Source: an optimization exercise on an open RTL-to-GDS flow (aim: small area). Production flows keep margins and buffers that such runs may drop.
In this exercise RTL edits were held to simulation tests only and were not proved equivalent to the original.

[design/flow/config.mk]
export PLATFORM = sky130hd
export DESIGN_NAME = wb_register_file
export DESIGN_NICKNAME = wb_register_file
export VERILOG_FILES = /design/flow/design.v
export SDC_FILE = /design/flow/constraint.sdc
export NUM_CORES = 4
export LEC_CHECK = 0
export CAP_MARGIN = 20
export CORE_MARGIN = 2
export CORE_UTILIZATION = 40
export SLEW_MARGIN = 20
[design/flow/constraint.sdc]
create_clock -name core_clock -period 6.0 [get_ports {ClockInput}]
set_input_delay 1.2000 -clock core_clock [delete_from_list [all_inputs] [get_ports {ClockInput}]]
set_output_delay 1.2000 -clock core_clock [all_outputs]
set_load 0.01 [all_outputs]
[design/flow/design.v]
package wb_register_file_pkg;
  localparam int DEF_DATA_W = 32;
  localparam int DEF_ADDR_W = 5;
  localparam int DEF_PEND_W = 2;
  localparam logic [4:0] REG_ZERO = 5'd0;
endpackage
module wb_pending_scoreboard
#(
  parameter int ADDR_W = wb_register_file_pkg::DEF_ADDR_W,
  parameter int PEND_W = wb_register_file_pkg::DEF_PEND_W
) (
  input  logic              clk,
  input  logic              rst_n,
  input  logic              issue_vld,
  input  logic              issue_writes_reg,
  input  logic [ADDR_W-1:0] issue_dest,
  input  logic              ret_vld,
  input  logic [ADDR_W-1:0] ret_addr,
  input  logic [ADDR_W-1:0] rd_addr_a,
  input  logic [ADDR_W-1:0] rd_addr_b,
  input  logic              use_a,
  input  logic              use_b,
  output logic              stall,
  output logic              underflow
);
  localparam int NREG = 2 ** ADDR_W;
  localparam logic [PEND_W-1:0] PEND_MAX = '1;
  localparam logic [PEND_W-1:0] PEND_ONE = PEND_W'(1);
  localparam logic [ADDR_W-1:0] ZERO = ADDR_W'(wb_register_file_pkg::REG_ZERO);
  logic [NREG-1:0][PEND_W-1:0] pend_q;
  logic [NREG-1:0][PEND_W-1:0] pend_d;
  logic              underflow_q;
  logic              underflow_d;
  logic              ret_live;
  logic              issue_live;
  logic              hazard_a;
  logic              hazard_b;
  logic              saturate;
  logic              accept;
  logic [NREG-1:0]   inc_vec;
  logic [NREG-1:0]   dec_vec;
  always_comb begin
    ret_live   = ret_vld && (ret_addr != ZERO);
    issue_live = issue_writes_reg && (issue_dest != ZERO);
    hazard_a   = use_a && (rd_addr_a != ZERO) && (pend_q[rd_addr_a] != '0)
                 && !(ret_live && (ret_addr == rd_addr_a) && (pend_q[rd_addr_a] == PEND_ONE));
    hazard_b   = use_b && (rd_addr_b != ZERO) && (pend_q[rd_addr_b] != '0)
                 && !(ret_live && (ret_addr == rd_addr_b) && (pend_q[rd_addr_b] == PEND_ONE));
    saturate   = issue_live && (pend_q[issue_dest] == PEND_MAX)
                 && !(ret_live && (ret_addr == issue_dest));
    stall      = issue_vld && (hazard_a || hazard_b || saturate);
    accept     = issue_vld && !stall && issue_live;
    inc_vec    = '0;
    dec_vec    = '0;
    if (accept)   inc_vec[issue_dest] = 1'b1;
    if (ret_live) dec_vec[ret_addr]   = 1'b1;
  end
  always_comb begin
    pend_d      = pend_q;
    underflow_d = underflow_q;
    for (int r = 1; r < NREG; r++) begin
      if (dec_vec[r] && (pend_q[r] == '0)) underflow_d = 1'b1;
      case ({inc_vec[r], dec_vec[r]})
        2'b10:   pend_d[r] = pend_q[r] + PEND_ONE;
        2'b01:   if (pend_q[r] != '0) pend_d[r] = pend_q[r] - PEND_ONE;
        default: pend_d[r] = pend_q[r];
      endcase
    end
    pend_d[0] = '0;
  end
  always_ff @(posedge clk or negedge rst_n) begin
    if (!rst_n) begin
      for (int r = 0; r < NREG; r++) pend_q[r] <= '0;
      underflow_q <= 1'b0;
    end else begin
      pend_q      <= pend_d;
      underflow_q <= underflow_d;
    end
  end
  assign underflow = underflow_q;
endmodule
module wb_register_file
#(
  parameter int DATA_W = wb_register_file_pkg::DEF_DATA_W,
  parameter int ADDR_W = wb_register_file_pkg::DEF_ADDR_W,
  parameter int PEND_W = wb_register_file_pkg::DEF_PEND_W
) (
  input  logic              ClockInput,
  input  logic              ResetInputN,
  input  logic [ADDR_W-1:0] WriteAddr,
  input  logic [DATA_W-1:0] WriteData,
  input  logic              RegWriteSignal,
  input  logic [ADDR_W-1:0] ReadAddrA,
  input  logic [ADDR_W-1:0] ReadAddrB,
  input  logic              UseA,
  input  logic              UseB,
  input  logic              IssueValid,
  input  logic              IssueWritesReg,
  input  logic [ADDR_W-1:0] IssueDest,
  output logic [DATA_W-1:0] ReadDataA,
  output logic [DATA_W-1:0] ReadDataB,
  output logic              Stall,
  output logic              RetireUnderflow
);
  localparam int NREG = 2 ** ADDR_W;
  localparam logic [ADDR_W-1:0] ZERO = ADDR_W'(wb_register_file_pkg::REG_ZERO);
  logic [NREG-1:0][DATA_W-1:0] mem_q;
  logic [NREG-1:0][DATA_W-1:0] mem_d;
  logic              wr_live;
  assign wr_live = RegWriteSignal && (WriteAddr != ZERO);
  always_comb begin
    mem_d = mem_q;
    if (wr_live) mem_d[WriteAddr] = WriteData;
  end
  always_ff @(posedge ClockInput or negedge ResetInputN) begin
    if (!ResetInputN) begin
      for (int r = 0; r < NREG; r++) mem_q[r] <= '0;
    end else begin
      mem_q <= mem_d;
    end
  end
  assign ReadDataA = (wr_live && (WriteAddr == ReadAddrA)) ? WriteData
                                                           : mem_q[ReadAddrA];
  assign ReadDataB = (wr_live && (WriteAddr == ReadAddrB)) ? WriteData
                                                           : mem_q[ReadAddrB];
  wb_pending_scoreboard #(
    .ADDR_W (ADDR_W),
    .PEND_W (PEND_W)
  ) u_scoreboard (
    .clk              (ClockInput),
    .rst_n            (ResetInputN),
    .issue_vld        (IssueValid),
    .issue_writes_reg (IssueWritesReg),
    .issue_dest       (IssueDest),
    .ret_vld          (RegWriteSignal),
    .ret_addr         (WriteAddr),
    .rd_addr_a        (ReadAddrA),
    .rd_addr_b        (ReadAddrB),
    .use_a            (UseA),
    .use_b            (UseB),
    .stall            (Stall),
    .underflow        (RetireUnderflow)
  );
endmodule
[design/flow/run.sh]
#!/bin/bash
# synth_recipe.tcl (not shown) runs the flow's synth.tcl, then flattens the netlist and writes it again
# the make line also repeats each setting of config.mk as NAME=value (left out here)
make -C /OpenROAD-flow-scripts/flow DESIGN_CONFIG=/design/flow/config.mk WORK_HOME=/design/flow/orfs CLKGATE_MAP_FILE= SYNTH_SCRIPT=/design/flow/synth_recipe.tcl finish
==> run notes <==
## final timing paths
check,from,to,slack [ps],cells past startpoint
worst min register to register,mem_q[3]$_DFFE_PN0P_,mem_q[3]$_DFFE_PN0P_,390,0
min in group asynchronous,ResetInputN,mem_q[136]$_DFFE_PN0P_,420,1
worst max register to register,u_scoreboard.pend_q[62]$_DFFE_PN0P_,u_scoreboard.pend_q[47]$_DFFE_PN0P_,2130,9
max in group asynchronous,ResetInputN,mem_q[397]$_DFFE_PN0P_,4260,2
worst min-delay path,mem_q[3]$_DFFE_PN0P_,mem_q[3]$_DFFE_PN0P_,390,0
worst max-delay path,WriteAddr[0],Stall,200,13
## final cells by class
class                      count  area (sq um)
inverter                      36           136
tap                         2030          2540
fill                       13417         82100
sequential                  1087         27200
clock inverter                49           752
timing repair buffer         340          3630
clock buffer                 161          3300
antenna                        2          5.00
multi-input combinational   3324         32200
## registers in the layout, indices dropped and copies added, names as in the netlist
name,count
mem_q,1024
u_scoreboard.pend_q,62
u_scoreboard.underflow_q,1
## cells in the mapped netlist (all sizes together), types with 4 or more instances
cell type,n
nand2,1313
dfrtp,1087
mux4,667
mux2,629
clkbuf,366
buf,127
o21ai,97
nor2,96
mux2i,93
nor3,46
nor4,42
a21oi,36
inv,34
xnor2,30
a211oi,29
a31oi,26
and2,22
o31ai,16
nor4b,15
a22oi,13
o211ai,11
nand2b,10
nand3,10
nor2b,10
o311ai,9
nand3b,8
o32ai,8
xor2,8
and3,7
or4,7
ha,6
o31a,6
or3,6
a2111oi,5
nand4,5
nor3b,4
o22ai,4
o41ai,4
or2,4
## worst register-to-register path: stages, from the launching register on
cell	delay, ps
dfrtp_1	470
mux4_2	500
mux2i_1	440
a21oi_1	80
o221ai_1	280
nand3_2	130
buf_4	350
or4_1	940
nor4_1	440
a211oi_1	90
## through the flow
stage | util, % | setup TNS [ps]
finish | 45.9 | 0
global route | 45.9 | 0
CTS | 45.9 | 0
detailed placement | 43.2 | -513
global placement | 43.2 | -4.04
floorplan | - | 0
## routing by layer
metal | track usage [%] | up-vias
met5 | 0 | -
met4 | 10.6 | 2
met3 | 4.72 | 451
met2 | 42.0 | 2088
met1 | 37.4 | 23035
li1 | - | 17973
## report_power, final
group | total, mW | internal (mW) | switching, mW
clock network | 7.74 | 4.53 | 3.21
logic | 5.73 | 3.39 | 2.33
registers | 10.3 | 9.06 | 1.28
## cells by family after synthesis
logic type | synth area share (%)
simple gates | 10.9
mux | 37.7
flops | 44.5
buf+inv | 3.37
compound gates | 2.95
xor+xnor | 0.544
fa+ha+maj | 0.123
## what timing repair did
action	CTS	global route
setup buffers	0	4
pin swaps	0	1
resized for setup	1	1
setup endpoints to repair	30	29
==> flow_metrics.tcl <==
set metrics [dict create \
    clock.fmax_mhz 173 \
    final_cells 7029 \
    final-hold-violation-count 0 \
    final_max_slew_viol_count 0 \
    endpoint_kind "output pin" \
    slowest_stage "clkdlybuf4s50_1" \
    min_period_over_period_pct 96.6 \
    status "timing/DRC/antenna clean" \
    final_common_cell "nand2_1" \
    synth_flop_cell "dfrtp_1" \
    first_pass_iters 5 \
    maxCapViolations 0 \
    finClkSkew_ps 19.3 \
    design_area_sq_mm 0.0698 \
    critical_path_class "in -> out" \
    ctsHoldBuffers 0 \
    grt_pass1_wl_microns 308000 \
    place_area_sq_mm 0.0657 \
    synth_seq_cells 1087 \
    clk_path_buf_depth 3 \
    p_leak_nw 30.4 \
    clock_sinks 1087 \
    async_reset_ff_share_pct 100 \
    place_hpwl_microns 123000 \
    insertion_delay_ps 760 \
    dieWidth_microns 395 \
    post_synth_num_cell_types 66 \
    yosys-top-cells-area "dfrtp_1 44%, mux4_2 25%, mux2_2 12%" \
    drive_gt1_share_pct 35.7 \
    arrival_ps 4600 \
    required_ps 4800 \
    p_total_mw 23.8 \
    core_sq_mm 0.152 \
    highest_layer "met5" \
    setup_violations 0 \
    cts-buffers-inserted 116 \
    worstPathCellList "clkdlybuf4s50_1 > inv_1 > ha_1 > nor2b_1 > nor2b_1 > ha_1 > nand2b_1 > nor2_2 > a211oi_1 > a2111oi_2 > nor2_4 > o31a_1 > clkdlybuf4s50_1" \
    hold_path.class "reg -> reg" \
    layout_common_cells "1,293 x nand2_1, 1,087 x dfrtp_1, 667 x mux4_2" \
    slowest_delay_ps 500 \
    worst_slew_pin_slew_ps 1200 \
    vias_per_cell 6.20 \
    nets 4970 \
    relSlewSlack_pct 18.1 \
    finalWirelength_microns 209000 \
    timing.hold.ws_ps 393 \
    drc 0 \
    yosysWarnings 2 \
    grt_use_total_pct 26.9 \
    initialDrtViolationCount 5117 \
    syn_area_sq_mm 0.0612 \
    syn_area_per_cell_sq_um 12.4 \
    area_delta_synth_final_pct 14.1 \
    final.min_clock_period_ps 5800 \
    dr_wl_met2_microns 97700 \
    dp_slack_ps -50.5 \
    portBuffers 124 \
    yosysTopAreaCell "dfrtp_1" \
    peakVddDrop_mv 0.243 \
    initial_core_util_pct 40.3 \
    antenna_found_initial 5 \
    synth_cells 4940 \
    wl_met1_microns 86000 \
    critPathTopFamily "buffers and inverters" \
    met3WireLength_microns 17400 \
    die_h_microns 395 \
    synth_edf_count 0 \
    htreeDepth 3 \
    grt_pass1_vias 43551 \
    rows 143 \
    die_area_sq_mm 0.156 \
    cp_max_fo 6 \
    detail_route.wl_per_cell_microns 29.8 \
    synth_top_area_share_pct 44.5 \
    critPathLaunchType "primary input" \
    rsz0062_at_grt "false" \
    dpl.cell_count 6812 \
    path_clk_slew_ps 60 \
    cts_tree "done" \
    fin_ws_ps 205 \
    ys_seq_area_share_pct 44.5 \
    gr-total-overflow 0 \
    grt_max_degree 126 \
    place.gp.congestion 0.926 \
    powerDensity_mw_per_mm2 341 \
    ant_nets 0 \
    syn_nets 5005 \
    path_buf_inv 3 \
    dr_total_vias 43549 \
    cts_root_buffer "clkbuf_16" \
    pin_count 125 \
]

-- port drivers added, routing unchanged --
No port has a modelled driver above. Below, the same layout with a new extraction and two added sets of constraints.
Step 1, drivers: a clkbuf_16 drives ClockInput and a buf_2 each remaining input, both assumed.
Step 2 adds t to the input delays and takes it off the output delays; t is the mean of the earliest and latest rising clock arrival at the registers after step 1. Input paths then give back, and output paths get back, about the clock's delay inside the block.
Three values: no drivers, after step 1, after step 2; two values: the first two.
t (ns): 0.824
slack for setup (ns): 0.205 / 0.179 / 0.179
worst hold slack (ns): 0.393 / 0.392 / 0.393
worst setup path after step 2: input to output
After both steps setup and hold are still met in this run. For this run, drivers alone change the setup slack by -0.026 ns; drivers and shift together by -0.026 ns.
